This is an optimization exercise on Yosys and OpenROAD, whose aim is small area and a short achievable clock period, not a production implementation.
The RTL was checked by simulation tests, not by an equivalence proof against the original design.
No activity file was given, so power comes from the tool's default toggle rates.

==> branch juniper: inputs <==
Design coeff_table_loader, start of the top module:
module coeff_table_loader #(
  parameter int ADDR_W = 6,
  parameter int A_W    = 18,
  parameter int B_W    = 18,
  parameter int C_W    = 18
) (
  input  logic                     clk,
  input  logic                     rst,
  input  logic                     load_start,
  input  logic                     wr_valid,
  output logic                     wr_ready,
  input  logic [A_W+B_W+C_W-1:0]   wr_data,
  output logic                     load_busy,
  output logic                     table_valid,
  output logic                     load_err,
  input  logic                     rd_en,
  input  logic [ADDR_W-1:0]        rd_addr,
  output logic                     rd_valid,
  output logic [A_W-1:0]           a,
  output logic [B_W-1:0]           b,
  output logic [C_W-1:0]           c
);
==> module coeff_table_loader, before the edit <==
module coeff_table_loader #(
  parameter int ADDR_W = 6,
  parameter int A_W    = 18,
  parameter int B_W    = 18,
  parameter int C_W    = 18
) (
  input  logic                     clk,
  input  logic                     rst,
  input  logic                     load_start,
  input  logic                     wr_valid,
  output logic                     wr_ready,
  input  logic [A_W+B_W+C_W-1:0]   wr_data,
  output logic                     load_busy,
  output logic                     table_valid,
  output logic                     load_err,
  input  logic                     rd_en,
  input  logic [ADDR_W-1:0]        rd_addr,
  output logic                     rd_valid,
  output logic [A_W-1:0]           a,
  output logic [B_W-1:0]           b,
  output logic [C_W-1:0]           c
);
  localparam int DEPTH = 2**ADDR_W;
  localparam int REC_W = A_W + B_W + C_W;
  localparam logic [ADDR_W-1:0] LAST_ADDR = ADDR_W'(DEPTH - 1);
  typedef enum logic [1:0] {S_IDLE, S_LOAD, S_CHECK} state_t;
  state_t             state, state_nxt;
  logic [ADDR_W-1:0]  wr_addr;
  logic [REC_W-1:0]   mem [DEPTH];
  logic               rec_beat_p0;
  logic               rec_last_p0;
  logic               rd_hit_p0;
  assign rec_beat_p0 = (state == S_LOAD) && wr_valid && !load_start;
  assign rec_last_p0 = rec_beat_p0 && (wr_addr == LAST_ADDR);
  assign rd_hit_p0   = rd_en && table_valid;
  always_ff @(posedge clk or posedge rst) begin
    if (rst) state <= S_IDLE;
    else     state <= state_nxt;
  end
  always_comb begin
    state_nxt = state;
    wr_ready  = 1'b0;
    load_busy = (state != S_IDLE);
    case (state)
      S_IDLE: begin
        if (load_start) state_nxt = S_LOAD;
      end
      S_LOAD: begin
        wr_ready = 1'b1;
        if (load_start) begin
          state_nxt = S_LOAD;
        end else if (rec_last_p0) begin
          state_nxt = S_CHECK;
        end
      end
      S_CHECK: begin
        wr_ready = 1'b1;
        if (load_start)    state_nxt = S_LOAD;
        else if (wr_valid) state_nxt = S_IDLE;
      end
      default: state_nxt = S_IDLE;
    endcase
  end
  logic [REC_W-1:0] acc;
  logic             err_q;
  always_ff @(posedge clk or posedge rst) begin
    if (rst) begin
      wr_addr     <= '0;
      acc         <= '0;
      table_valid <= 1'b0;
      err_q       <= 1'b0;
    end else if (load_start) begin
      wr_addr     <= '0;
      acc         <= '0;
      table_valid <= 1'b0;
      err_q       <= 1'b0;
    end else if (rec_beat_p0) begin
      wr_addr     <= wr_addr + ADDR_W'(1);
      acc         <= acc ^ wr_data;
    end else if ((state == S_CHECK) && wr_valid) begin
      table_valid <= (wr_data == acc);
      err_q       <= (wr_data != acc);
    end
  end
  assign load_err = err_q;
  always_ff @(posedge clk) begin
    if (rec_beat_p0) mem[wr_addr] <= wr_data;
  end
  always_ff @(posedge clk or posedge rst) begin
    if (rst) begin
      rd_valid <= 1'b0;
      a        <= '0;
      b        <= '0;
      c        <= '0;
    end else begin
      rd_valid <= rd_hit_p0;
      if (rd_hit_p0) {a, b, c} <= mem[rd_addr];
    end
  end
endmodule
clock: 4.0 ns
lec_check: 0
cap_margin: 20
core_margin: 2
core_utilization: 40
slew_margin: 20
run.sh (not shown) runs the stock make flow with config.mk's settings and CLKGATE_MAP_FILE= SYNTH_SCRIPT=/design/flow/synth_recipe.tcl, a recipe that flattens the netlist after the stock synthesis.
==> branch violet (differences from branch juniper) <==
==> flow/design.v (replaced) <==
module coeff_table_loader #(
  parameter int ADDR_W = 6,
  parameter int A_W    = 18,
  parameter int B_W    = 18,
  parameter int C_W    = 18
) (
  input  logic                     clk,
  input  logic                     rst,
  input  logic                     load_start,
  input  logic                     wr_valid,
  output logic                     wr_ready,
  input  logic [A_W+B_W+C_W-1:0]   wr_data,
  output logic                     load_busy,
  output logic                     table_valid,
  output logic                     load_err,
  input  logic                     rd_en,
  input  logic [ADDR_W-1:0]        rd_addr,
  output logic                     rd_valid,
  output logic [A_W-1:0]           a,
  output logic [B_W-1:0]           b,
  output logic [C_W-1:0]           c
);
  localparam int DEPTH = 2**ADDR_W;
  localparam int REC_W = A_W + B_W + C_W;
  logic               busy, ld, chk;
  logic [ADDR_W-1:0]  wr_addr;
  logic [REC_W-1:0]   mem [DEPTH];
  logic               in_load;
  logic               rec_beat;
  logic               rd_hit;
  assign in_load  = ld;
  assign rec_beat = in_load && wr_valid && !load_start;
  assign rd_hit   = rd_en && table_valid;
  assign wr_ready  = busy;
  assign load_busy = busy;
  logic [REC_W-1:0] acc;
  logic [REC_W-1:0] acc_x;
  logic             err_q;
  assign acc_x = acc ^ wr_data;
  always_ff @(posedge clk or posedge rst) begin
    if (rst) begin
      busy        <= 1'b0;
      ld          <= 1'b0;
      chk         <= 1'b0;
      wr_addr     <= '0;
      table_valid <= 1'b0;
      err_q       <= 1'b0;
    end else if (load_start) begin
      busy        <= 1'b1;
      ld          <= 1'b1;
      chk         <= 1'b0;
      wr_addr     <= '0;
      table_valid <= 1'b0;
      err_q       <= 1'b0;
    end else if (rec_beat) begin
      wr_addr     <= wr_addr + ADDR_W'(1);
      if (&wr_addr) begin
        ld  <= 1'b0;
        chk <= 1'b1;
      end
    end else if (chk && wr_valid) begin
      busy        <= 1'b0;
      chk         <= 1'b0;
      table_valid <= ~|acc_x;
      err_q       <= |acc_x;
    end
  end
  always_ff @(posedge clk) begin
    if (load_start)    acc <= '0;
    else if (rec_beat) acc <= acc_x;
  end
  assign load_err = err_q;
  always_ff @(posedge clk) begin
    if (rec_beat) begin
      mem[0] <= wr_data;
      for (int k = 1; k < DEPTH; k++) mem[k] <= mem[k-1];
    end
  end
  logic [DEPTH-1:0] rsel;
  logic [REC_W-1:0] rd_nxt;
  coeff_table_rdec #(.ADDR_W(ADDR_W)) u_rdec (.addr(rd_addr), .sel(rsel));
  logic [REC_W-1:0] or1 [DEPTH/4];
  logic [REC_W-1:0] or2 [DEPTH/16];
  always_comb begin
    for (int i = 0; i < DEPTH/4; i++) begin
      or1[i] = '0;
      for (int j = 0; j < 4; j++) or1[i] = or1[i] | (mem[4*i+j] & {REC_W{rsel[4*i+j]}});
    end
    for (int i = 0; i < DEPTH/16; i++) begin
      or2[i] = '0;
      for (int j = 0; j < 4; j++) or2[i] = or2[i] | or1[4*i+j];
    end
    rd_nxt = '0;
    for (int i = 0; i < DEPTH/16; i++) rd_nxt = rd_nxt | or2[i];
  end
  always_ff @(posedge clk or posedge rst) begin
    if (rst) begin
      rd_valid  <= 1'b0;
      {a, b, c} <= '0;
    end else begin
      rd_valid <= rd_hit;
      if (rd_hit) {a, b, c} <= rd_nxt;
    end
  end
endmodule
module coeff_table_rdec #(
  parameter int ADDR_W = 6
) (
  input  logic [ADDR_W-1:0]    addr,
  output logic [2**ADDR_W-1:0] sel
);
  for (genvar k = 0; k < 2**ADDR_W; k++) begin : g_sel
    assign sel[k] = (addr == ADDR_W'(2**ADDR_W-1-k));
  end
endmodule
CORE_UTILIZATION = 60   (was 40)
CTS_CLUSTER_DIAMETER = 90   (was not set)
CTS_CLUSTER_SIZE = 24   (was not set)
SETUP_SLACK_MARGIN = 1.7   (was not set)
SYNTH_HIERARCHICAL = 1   (was not set)
SYNTH_MINIMUM_KEEP_SIZE = 0   (was not set)
==> branch indigo (differences from branch juniper) <==
==> flow/design.v (replaced) <==
module coeff_table_loader #(
  parameter int ADDR_W = 6,
  parameter int A_W    = 18,
  parameter int B_W    = 18,
  parameter int C_W    = 18
) (
  input  logic                     clk,
  input  logic                     rst,
  input  logic                     load_start,
  input  logic                     wr_valid,
  output logic                     wr_ready,
  input  logic [A_W+B_W+C_W-1:0]   wr_data,
  output logic                     load_busy,
  output logic                     table_valid,
  output logic                     load_err,
  input  logic                     rd_en,
  input  logic [ADDR_W-1:0]        rd_addr,
  output logic                     rd_valid,
  output logic [A_W-1:0]           a,
  output logic [B_W-1:0]           b,
  output logic [C_W-1:0]           c
);
  localparam int DEPTH = 2**ADDR_W;
  localparam int REC_W = A_W + B_W + C_W;
  logic               busy, chk;
  logic [ADDR_W-1:0]  wr_addr;
  logic [REC_W-1:0]   mem [DEPTH];
  logic               in_load;
  logic               rec_beat;
  logic               rd_hit;
  assign in_load  = busy && !chk;
  assign rec_beat = in_load && wr_valid && !load_start;
  assign rd_hit   = rd_en && table_valid;
  assign wr_ready  = busy;
  assign load_busy = busy;
  logic [REC_W-1:0] acc;
  logic [REC_W-1:0] acc_x;
  logic             err_q;
  assign acc_x = acc ^ wr_data;
  always_ff @(posedge clk or posedge rst) begin
    if (rst) begin
      busy        <= 1'b0;
      chk         <= 1'b0;
      wr_addr     <= '0;
      table_valid <= 1'b0;
      err_q       <= 1'b0;
    end else if (load_start) begin
      busy        <= 1'b1;
      chk         <= 1'b0;
      wr_addr     <= '0;
      table_valid <= 1'b0;
      err_q       <= 1'b0;
    end else if (rec_beat) begin
      wr_addr     <= wr_addr + ADDR_W'(1);
      if (&wr_addr) chk <= 1'b1;
    end else if (chk && wr_valid) begin
      busy        <= 1'b0;
      chk         <= 1'b0;
      table_valid <= ~|acc_x;
      err_q       <= |acc_x;
    end
  end
  always_ff @(posedge clk) begin
    if (load_start)    acc <= '0;
    else if (rec_beat) acc <= acc_x;
  end
  assign load_err = err_q;
  for (genvar k = 0; k < DEPTH; k++) begin : g_row
    always_ff @(posedge clk) begin
      if (in_load && (wr_addr == ADDR_W'(k))) mem[k] <= wr_data;
    end
  end
  logic [DEPTH-1:0] rsel;
  logic [REC_W-1:0] rd_nxt;
  for (genvar k = 0; k < DEPTH; k++) begin : g_rsel
    assign rsel[k] = (rd_addr == ADDR_W'(k));
  end
  always_comb begin
    rd_nxt = '0;
    for (int k = 0; k < DEPTH; k++) rd_nxt = rd_nxt | (mem[k] & {REC_W{rsel[k]}});
  end
  always_ff @(posedge clk or posedge rst) begin
    if (rst) begin
      rd_valid  <= 1'b0;
      {a, b, c} <= '0;
    end else begin
      rd_valid <= rd_hit;
      if (rd_hit) {a, b, c} <= rd_nxt;
    end
  end
endmodule
==> comparison table <==
Result of the run: branch indigo no timing/DRC/antenna violations; branch violet no timing/DRC/antenna violations; branch juniper no timing/DRC/antenna violations
Initial detailed-routing violation count: branch indigo 22.1k; branch violet 16.3k; branch juniper 8381
Synth warn: branch indigo 2; branch violet 10; branch juniper 1
Number of placement rows: branch indigo 209; branch violet 169; branch juniper 215
Switching power: branch indigo 0.0168 W; branch violet 0.0139 W; branch juniper 0.0175 W
Endpoint class of the critical path: branch indigo register; branch violet output port; branch juniper register
Met2 WL post-DR: branch indigo 256 mm; branch violet 201 mm; branch juniper 187 mm
Setup slack on the worst flop-to-flop path: branch indigo 0.61 ns; branch violet 1.69 ns; branch juniper 0.58 ns
Met1 track demand over resource: branch indigo 47.0%; branch violet 60.0%; branch juniper 31.2%
Startpoint of the most critical setup path: branch indigo rd_addr[1]; branch violet a[11]; branch juniper state[1]
Die area: branch indigo 330000 sq um; branch violet 217000 sq um; branch juniper 350000 sq um
Clock Skews: branch indigo 0.0593 ns; branch violet 0.0280 ns; branch juniper 0.0507 ns
Count of cell instances traversed by the critical path: branch indigo 11; branch violet 1; branch juniper 7
Worst Setup EP: branch indigo b[5]; branch violet a[11]; branch juniper mem[20][25]
Class of the most critical hold timing path: branch indigo in -> reg; branch violet in -> async; branch juniper in -> reg
Flops & latches, synth: branch indigo 3575; branch violet 3576; branch juniper 3575

[what the ideal ports hide]
No port has a modelled driver above. Below, the same layouts with a new extraction and two added sets of constraints. Step 1, drivers: a clkbuf_16 drives clk and a buf_2 each remaining input, both assumed. Step 2, shift: input delay + t, output delay - t, t = (earliest + latest rising clock arrival at the registers) / 2. This alone moves slack from input paths to output paths. Three values: ideal, step 1, step 2; two values: the first two.
| run | shift t [ns] | setup WS [ns] | clock arrival spread, ns | slew at the worst register clock pin (ns) |
|---|---|---|---|---|
| branch juniper | 1.023 | 0.576 / 0.576 / 0.281 | 0.059 / 0.059 | 0.07 / 0.07 |
| branch violet | 0.962 | 1.624 / 1.530 / 0.691 | 0.038 / 0.038 | 0.10 / 0.10 |
| branch indigo | 1.012 | 0.354 / 0.406 / -0.606 | 0.070 / 0.070 | 0.07 / 0.07 |
Met with ideal ports but missed after step 2: setup timing in branch indigo. For branch indigo, which loses most, drivers alone change the setup slack by +0.052 ns; drivers and shift together by -0.960 ns.
